Source: an optimization exercise on an open RTL-to-GDS flow (aim: small area, a short achievable clock period and few clock cycles). Production flows keep margins and buffers that such runs may drop. The RTL was checked by simulation tests, not by an equivalence proof against the original design. Power and IR drop assume default switching activity.

== v6 ==
==> module shell_decode, before the edit <==
module shell_decode (
    input  logic [19:0] addr,
    input  logic        decouple,
    input  logic [15:0] vld,
    output logic        in_emu,
    output logic        in_mgmt,
    output logic        ofs_ctrl,
    output logic        ofs_blk,
    output logic        emu_ok,
    output logic        emu_blk,
    output logic [15:0] row,        
    output logic [15:0] sel_soft,   
    output logic [15:0] sel_lo,     
    output logic [15:0] sel_b0      
);
    assign in_emu   = (addr[19:18] == 2'b00);
    assign in_mgmt  = (addr[19:16] == 4'h5);
    assign ofs_ctrl = in_mgmt && (addr[15:0] == 16'h0000);
    assign ofs_blk  = in_mgmt && (addr[15:0] == 16'h0004);
    assign emu_ok   = in_emu && !decouple;
    assign emu_blk  = in_emu && decouple;
    logic [3:0] lo, hi;
    shell_predecode u_pre (
        .addr     (addr),
        .decouple (decouple),
        .lo       (lo),
        .hi       (hi)
    );
    for (genvar i = 0; i < 16; i++) begin : g_row
        assign row[i]      = lo[i % 4] && hi[i / 4];
        assign sel_soft[i] = row[i] && vld[i];
        assign sel_lo[i]   = row[i] && (vld[i] || i == 0);
        assign sel_b0[i]   = row[i] && (vld[i] || i < 2);
    end
endmodule
==> module shell_predecode, before the edit <==
module shell_predecode (
    input  logic [19:0] addr,
    input  logic        decouple,
    output logic [3:0]  lo,
    output logic [3:0]  hi
);
    for (genvar j = 0; j < 4; j++) begin : g_pre
        assign lo[j] = (addr[3:2] == j);
        assign hi[j] = (addr[5:4] == j) && (addr[19:18] == 2'b00) && !decouple;
    end
endmodule
export LEC_CHECK = 0
export CAP_MARGIN = 20
export CORE_MARGIN = 2
export CORE_UTILIZATION = 40
export PLACE_DENSITY = 0.6
export SETUP_SLACK_MARGIN = 2.5
export SLEW_MARGIN = 20
export SYNTH_HIERARCHICAL = 1
export SYNTH_MINIMUM_KEEP_SIZE = 0
create_clock -name core_clock -period 5.0 [get_ports {aclk}]
standard.sh (not shown) runs the stock make flow with config.mk's settings and CLKGATE_MAP_FILE= SYNTH_SCRIPT=/design/flow/synth_recipe.tcl, a recipe that flattens the netlist after the stock synthesis.
==> flow/flow/run.sh <==
#!/bin/bash
# The standard layout, with plain buffers (not delay cells) on the ports
# and a clock tree of smaller buffers without dummy loads.
set -euo pipefail
export BUFFER_PORTS_ARGS="-buffer_cell sky130_fd_sc_hd__buf_2"
export CTS_ARGS="-sink_clustering_enable -repair_clock_nets -dont_use_dummy_load -buf_list {sky130_fd_sc_hd__clkbuf_8} -sink_clustering_size 16 -sink_clustering_max_diameter 60"
bash standard.sh > standard.log 2>&1
Testbench counts of v6, summed over its fixed seeds: cycles 2,408.
--- input diff v6..v7 ---
--- a/flow/design.v
+++ b/flow/design.v
@@ -65,34 +65,16 @@
     assign in_mgmt  = (addr[19:16] == 4'h5);
     assign ofs_ctrl = in_mgmt && (addr[15:0] == 16'h0000);
     assign ofs_blk  = in_mgmt && (addr[15:0] == 16'h0004);
     assign emu_ok   = in_emu && !decouple;
     assign emu_blk  = in_emu && decouple;
-    logic [3:0] lo, hi;
-    shell_predecode u_pre (
-        .addr     (addr),
-        .decouple (decouple),
-        .lo       (lo),
-        .hi       (hi)
-    );
     for (genvar i = 0; i < 16; i++) begin : g_row
-        assign row[i]      = lo[i % 4] && hi[i / 4];
-        assign sel_soft[i] = row[i] && vld[i];
-        assign sel_lo[i]   = row[i] && (vld[i] || i == 0);
-        assign sel_b0[i]   = row[i] && (vld[i] || i < 2);
-    end
-endmodule
-module shell_predecode (
-    input  logic [19:0] addr,
-    input  logic        decouple,
-    output logic [3:0]  lo,
-    output logic [3:0]  hi
-);
-    for (genvar j = 0; j < 4; j++) begin : g_pre
-        assign lo[j] = (addr[3:2] == j);
-        assign hi[j] = (addr[5:4] == j) && (addr[19:18] == 2'b00) && !decouple;
-    end
+        assign row[i] = emu_ok && (addr[5:2] == i);
+    end
+    assign sel_soft = row & vld;
+    assign sel_lo   = row & (vld | 16'h0001);
+    assign sel_b0   = row & (vld | 16'h0003);
 endmodule
 `default_nettype wire
 `default_nettype none
 module shell_read (
     input  logic [15:0]  sel_soft,
### Flow results
- v7 vs. v6: top achievable clock speed has decreased, clock power has increased, design area has remained practically unchanged, mapped cell area has decreased, non-clock buffer count has increased.
- In the metrics for v6 and v7, the one carrying the lower post-synthesis instance total is v6.
- v7 vs v6 — share of the clock period used by the worst path after layout rose 0.74 points.
- Against v6, half-perimeter wire length of the detailed placement result in v7 rose slightly.
Testbench counts of v7, summed over its fixed seeds: cycles 2,408.

The RTL this note starts from:
==> flow/design.v <==
`default_nettype none
package shell_pkg;
    localparam int ADDR_W     = 20;
    localparam int DATA_W     = 32;
    localparam int STRB_W     = DATA_W / 8;
    localparam int N_IRQ      = 16;
    localparam int MGMT_OFS_W = 16;
    localparam logic [ADDR_W-1:0] REGION0_BASE = 20'h0_0000;
    localparam logic [ADDR_W-1:0] REGION0_MASK = 20'hC_0000;
    localparam logic [ADDR_W-1:0] REGION1_BASE = 20'h4_0000;
    localparam logic [ADDR_W-1:0] REGION1_MASK = 20'hF_0000;
    localparam logic [ADDR_W-1:0] REGION2_BASE = 20'h5_0000;
    localparam logic [ADDR_W-1:0] REGION2_MASK = 20'hF_0000;
    localparam logic [MGMT_OFS_W-1:0] FW_CTRL_OFS    = 16'h0000;
    localparam logic [MGMT_OFS_W-1:0] FW_BLOCKED_OFS = 16'h0004;
    localparam int EMU_NREGS      = 16;
    localparam int EMU_IRQ_IDX    = 0;
    localparam int EMU_FINISH_IDX = 1;
    typedef enum logic [1:0] {
        RESP_OKAY   = 2'd0,
        RESP_SLVERR = 2'd2,
        RESP_DECERR = 2'd3
    } axil_resp_e;
    typedef enum logic [1:0] {
        REG_EMU,
        REG_CLKGEN,
        REG_MGMT,
        REG_NONE
    } region_e;
    typedef enum logic [1:0] {
        ST_IDLE,
        ST_REQ,
        ST_WAIT,
        ST_RESP
    } xact_state_e;
    typedef struct packed {
        logic [ADDR_W-1:0] addr;
        logic              write;
        logic [DATA_W-1:0] wdata;
        logic [STRB_W-1:0] wstrb;
    } axil_req_t;
    typedef struct packed {
        logic [DATA_W-1:0] rdata;
        axil_resp_e        resp;
    } axil_rsp_t;
endpackage
`default_nettype wire
`default_nettype none
module shell_top (
    input  logic        aclk,
    input  logic        aresetn,
    input  logic        req_valid_i,
    input  logic [56:0] req_i,
    output logic        req_ready_o,
    output logic        rsp_valid_o,
    output logic [33:0] rsp_o,
    input  logic        rsp_ready_i,
    output logic [15:0] irq_o,
    output logic        finish_o
);
    logic [19:0] addr;
    logic        wr;
    logic [31:0] wdata;
    logic [3:0]  wstrb;
    logic [3:0]  idx;
    assign addr  = req_i[56:37];
    assign wr    = req_i[36];
    assign wdata = req_i[35:4];
    assign wstrb = req_i[3:0];
    assign idx   = addr[5:2];
    localparam logic [31:0] HARD0 = 32'h0000_FFFF;   
    localparam logic [31:0] HARD1 = 32'h0000_0001;   
    logic        rsp_valid_q;
    logic        rsp_idle_q;     
    logic        rsp_free;       
    logic [33:0] rsp_q;
    logic        decouple_q;
    logic [31:0] blocked_cnt_q;
    logic        blocked_inc_q;
    logic [31:0] blocked_cnt;    
    logic [15:0] vld_q;
    logic [31:0] dat_q [16];
    logic        accept;
    logic        in_emu, in_mgmt, ofs_ctrl, ofs_blk;
    logic        emu_ok, emu_blk;
    logic [15:0] row;            
    logic [31:0] rdata;
    logic [1:0]  resp;
    assign in_emu   = (addr[19:18] == 2'b00);
    assign in_mgmt  = (addr[19:16] == 4'h5);
    assign ofs_ctrl = in_mgmt && (addr[15:0] == 16'h0000);
    assign ofs_blk  = in_mgmt && (addr[15:0] == 16'h0004);
    assign emu_ok   = in_emu && !decouple_q;
    assign emu_blk  = in_emu && decouple_q;
    for (genvar i = 0; i < 16; i++) begin : g_row
        assign row[i] = emu_ok && (idx == i);
    end
    assign req_ready_o = rsp_idle_q || rsp_ready_i;
    assign rsp_free    = !rsp_valid_q || rsp_ready_i;
    assign accept      = req_valid_i && rsp_free;
    assign rsp_valid_o = rsp_valid_q;
    assign rsp_o       = rsp_q;
    always_comb begin
        rdata = {31'b0, ofs_ctrl && decouple_q} | ({32{ofs_blk}} & blocked_cnt);
        for (int i = 0; i < 16; i++) begin
            for (int k = 0; k < 32; k++) begin
                if ((i == 0 && HARD0[k]) || (i == 1 && HARD1[k]))
                    rdata[k] = rdata[k] | (row[i] && dat_q[i][k]);
                else
                    rdata[k] = rdata[k] | (row[i] && vld_q[i] && dat_q[i][k]);
            end
        end
    end
    assign resp[1] = !(emu_ok || ofs_ctrl || ofs_blk);
    assign resp[0] = !(in_emu || in_mgmt);
    always_ff @(posedge aclk or negedge aresetn) begin
        if (!aresetn) begin
            rsp_valid_q <= 1'b0;
            rsp_idle_q  <= 1'b1;
        end else if (rsp_free) begin
            rsp_valid_q <= req_valid_i;
            rsp_idle_q  <= !req_valid_i;
        end
    end
    always_ff @(posedge aclk) begin
        if (rsp_free)
            rsp_q <= {rdata, resp};
    end
    assign blocked_cnt = blocked_cnt_q + {31'b0, blocked_inc_q};
    always_ff @(posedge aclk or negedge aresetn) begin
        if (!aresetn) begin
            decouple_q    <= 1'b0;
            blocked_inc_q <= 1'b0;
            blocked_cnt_q <= '0;
        end else begin
            if (accept && ofs_ctrl && wr && wstrb[0])
                decouple_q <= wdata[0];
            blocked_inc_q <= accept && emu_blk;
            blocked_cnt_q <= blocked_cnt;
        end
    end
    logic [31:0] wmask;
    logic [31:0] wval;
    logic [15:0] wrow;
    for (genvar b = 0; b < 4; b++) begin : g_mask
        assign wmask[8*b +: 8] = {8{wstrb[b]}};
    end
    assign wval = wdata & wmask;
    assign wrow = row & {16{accept && wr}};
    always_ff @(posedge aclk or negedge aresetn) begin
        if (!aresetn)
            vld_q <= '0;
        else
            vld_q <= vld_q | wrow;
    end
    for (genvar i = 0; i < 16; i++) begin : g_reg
        for (genvar k = 0; k < 32; k++) begin : g_bit
            if ((i == 0 && HARD0[k]) || (i == 1 && HARD1[k])) begin : g_hard
                always_ff @(posedge aclk or negedge aresetn) begin
                    if (!aresetn)
                        dat_q[i][k] <= 1'b0;
                    else if (wrow[i] && wstrb[k/8])
                        dat_q[i][k] <= wdata[k];
                end
            end else begin : g_soft
                always_ff @(posedge aclk) begin
                    if (wrow[i] && (wstrb[k/8] || !vld_q[i]))
                        dat_q[i][k] <= wval[k];
                end
            end
        end
    end
    assign irq_o    = dat_q[0][15:0];
    assign finish_o = dat_q[1][0];
endmodule
`default_nettype wire
make LEC_CHECK=0 CAP_MARGIN=20 CORE_MARGIN=2 CORE_UTILIZATION=40 PLACE_DENSITY=0.6 SETUP_SLACK_MARGIN=2.75 SLEW_MARGIN=20 finish   # period 5.0 ns
run.sh (not shown) runs the stock make flow with config.mk's settings and CLKGATE_MAP_FILE= SYNTH_SCRIPT=/design/flow/synth_recipe.tcl, a recipe that flattens the netlist after the stock synthesis.
Stock flow here: none of the scripts above is used.
The first run ran to the end with no violations.
Testbench counts at the start, summed over its fixed seeds: cycles 2,408.
Next try:
--- a/flow/design.v
+++ b/flow/design.v
@@ -69,6 +69,4 @@
     assign wstrb = req_i[3:0];
     assign idx   = addr[5:2];
-    localparam logic [31:0] HARD0 = 32'h0000_FFFF;   
-    localparam logic [31:0] HARD1 = 32'h0000_0001;   
     logic        rsp_valid_q;
     logic        rsp_idle_q;     
@@ -79,12 +77,9 @@
     logic        blocked_inc_q;
     logic [31:0] blocked_cnt;    
-    logic [15:0] vld_q;
-    logic [31:0] dat_q [16];
+    logic [31:0] rd_val;         
     logic        accept;
     logic        in_emu, in_mgmt, ofs_ctrl, ofs_blk;
     logic        emu_ok, emu_blk;
-    logic [15:0] row;            
-    logic [31:0] rdata;
-    logic [1:0]  resp;
+    logic [33:0] rsp_d;
     assign in_emu   = (addr[19:18] == 2'b00);
     assign in_mgmt  = (addr[19:16] == 4'h5);
@@ -93,7 +88,4 @@
     assign emu_ok   = in_emu && !decouple_q;
     assign emu_blk  = in_emu && decouple_q;
-    for (genvar i = 0; i < 16; i++) begin : g_row
-        assign row[i] = emu_ok && (idx == i);
-    end
     assign req_ready_o = rsp_idle_q || rsp_ready_i;
     assign rsp_free    = !rsp_valid_q || rsp_ready_i;
@@ -102,16 +94,15 @@
     assign rsp_o       = rsp_q;
     always_comb begin
-        rdata = {31'b0, ofs_ctrl && decouple_q} | ({32{ofs_blk}} & blocked_cnt);
-        for (int i = 0; i < 16; i++) begin
-            for (int k = 0; k < 32; k++) begin
-                if ((i == 0 && HARD0[k]) || (i == 1 && HARD1[k]))
-                    rdata[k] = rdata[k] | (row[i] && dat_q[i][k]);
-                else
-                    rdata[k] = rdata[k] | (row[i] && vld_q[i] && dat_q[i][k]);
-            end
-        end
+        if (emu_ok)
+            rsp_d = {rd_val, shell_pkg::RESP_OKAY};
+        else if (ofs_ctrl)
+            rsp_d = {31'b0, decouple_q, shell_pkg::RESP_OKAY};
+        else if (ofs_blk)
+            rsp_d = {blocked_cnt, shell_pkg::RESP_OKAY};
+        else if (emu_blk || in_mgmt)
+            rsp_d = {32'b0, shell_pkg::RESP_SLVERR};
+        else
+            rsp_d = {32'b0, shell_pkg::RESP_DECERR};
     end
-    assign resp[1] = !(emu_ok || ofs_ctrl || ofs_blk);
-    assign resp[0] = !(in_emu || in_mgmt);
     always_ff @(posedge aclk or negedge aresetn) begin
         if (!aresetn) begin
@@ -125,5 +116,5 @@
     always_ff @(posedge aclk) begin
         if (rsp_free)
-            rsp_q <= {rdata, resp};
+            rsp_q <= rsp_d;
     end
     assign blocked_cnt = blocked_cnt_q + {31'b0, blocked_inc_q};
@@ -140,17 +131,21 @@
         end
     end
+    localparam logic [31:0] HARD0 = 32'h0000_FFFF;   
+    localparam logic [31:0] HARD1 = 32'h0000_0001;   
+    logic [15:0] vld_q;
+    logic [31:0] dat_q [16];
     logic [31:0] wmask;
     logic [31:0] wval;
-    logic [15:0] wrow;
+    logic        wr_en;
     for (genvar b = 0; b < 4; b++) begin : g_mask
         assign wmask[8*b +: 8] = {8{wstrb[b]}};
     end
-    assign wval = wdata & wmask;
-    assign wrow = row & {16{accept && wr}};
+    assign wval  = wdata & wmask;
+    assign wr_en = accept && emu_ok && wr;
     always_ff @(posedge aclk or negedge aresetn) begin
         if (!aresetn)
             vld_q <= '0;
-        else
-            vld_q <= vld_q | wrow;
+        else if (wr_en)
+            vld_q[idx] <= 1'b1;
     end
     for (genvar i = 0; i < 16; i++) begin : g_reg
@@ -160,10 +155,10 @@
                     if (!aresetn)
                         dat_q[i][k] <= 1'b0;
-                    else if (wrow[i] && wstrb[k/8])
+                    else if (wr_en && idx == i && wstrb[k/8])
                         dat_q[i][k] <= wdata[k];
                 end
             end else begin : g_soft
                 always_ff @(posedge aclk) begin
-                    if (wrow[i] && (wstrb[k/8] || !vld_q[i]))
+                    if (wr_en && idx == i && (wstrb[k/8] || !vld_q[i]))
                         dat_q[i][k] <= wval[k];
                 end
@@ -171,4 +166,8 @@
         end
     end
+    logic [15:0] vld_b0, vld_lo;
+    assign vld_b0 = vld_q | 16'h0003;
+    assign vld_lo = vld_q | 16'h0001;
+    assign rd_val = dat_q[idx] & {{16{vld_q[idx]}}, {15{vld_lo[idx]}}, vld_b0[idx]};
     assign irq_o    = dat_q[0][15:0];
     assign finish_o = dat_q[1][0];
=> Cell area decreases by 2.5%; clock skew went down by 0.0047 ns; sequential share of layout area rises by 1.2 points; final cell count goes down by about 4%; worst setup slack loses 0.052 ns; core utilization went down by 1.7 points; routed wire length is lower by about 10%; area after synthesis increases by about 0.9%; die area grows by 0.89%.
Testbench counts after the change, summed over its fixed seeds: cycles 2,408.

static timing again, ports no longer ideal:
No port has a modelled driver above. Below, the same layouts with a new extraction and two added sets of constraints. Step 1 assumes that a clkbuf_16 drives the clock port and a buf_2 every other input. Step 2 also shifts input and output timing later by t, the mid clock arrival at the registers, as if the neighbouring blocks saw the same clock. Slacks: no drivers / after step 1 / after step 2; pairs: no drivers / after step 1.
| run | t (ns) | setup slack, ns | slew at the worst register clock pin (ns) |
|---|---|---|---|
| v6 | 0.688 | 2.451 / 2.466 / 1.796 | 0.11 / 0.11 |
| v7 | 0.686 | 2.414 / 2.449 / 1.763 | 0.10 / 0.10 |
| the first run of note 2 | 0.698 | 2.572 / 2.376 / 1.678 | 0.07 / 0.07 |
| the second run of note 2 | 0.693 | 2.520 / 2.518 / 1.825 | 0.07 / 0.07 |
After both steps every run listed still meets setup and hold. For the first run of note 2, which loses most, drivers alone change the setup slack by -0.196 ns; drivers and shift together by -0.894 ns.
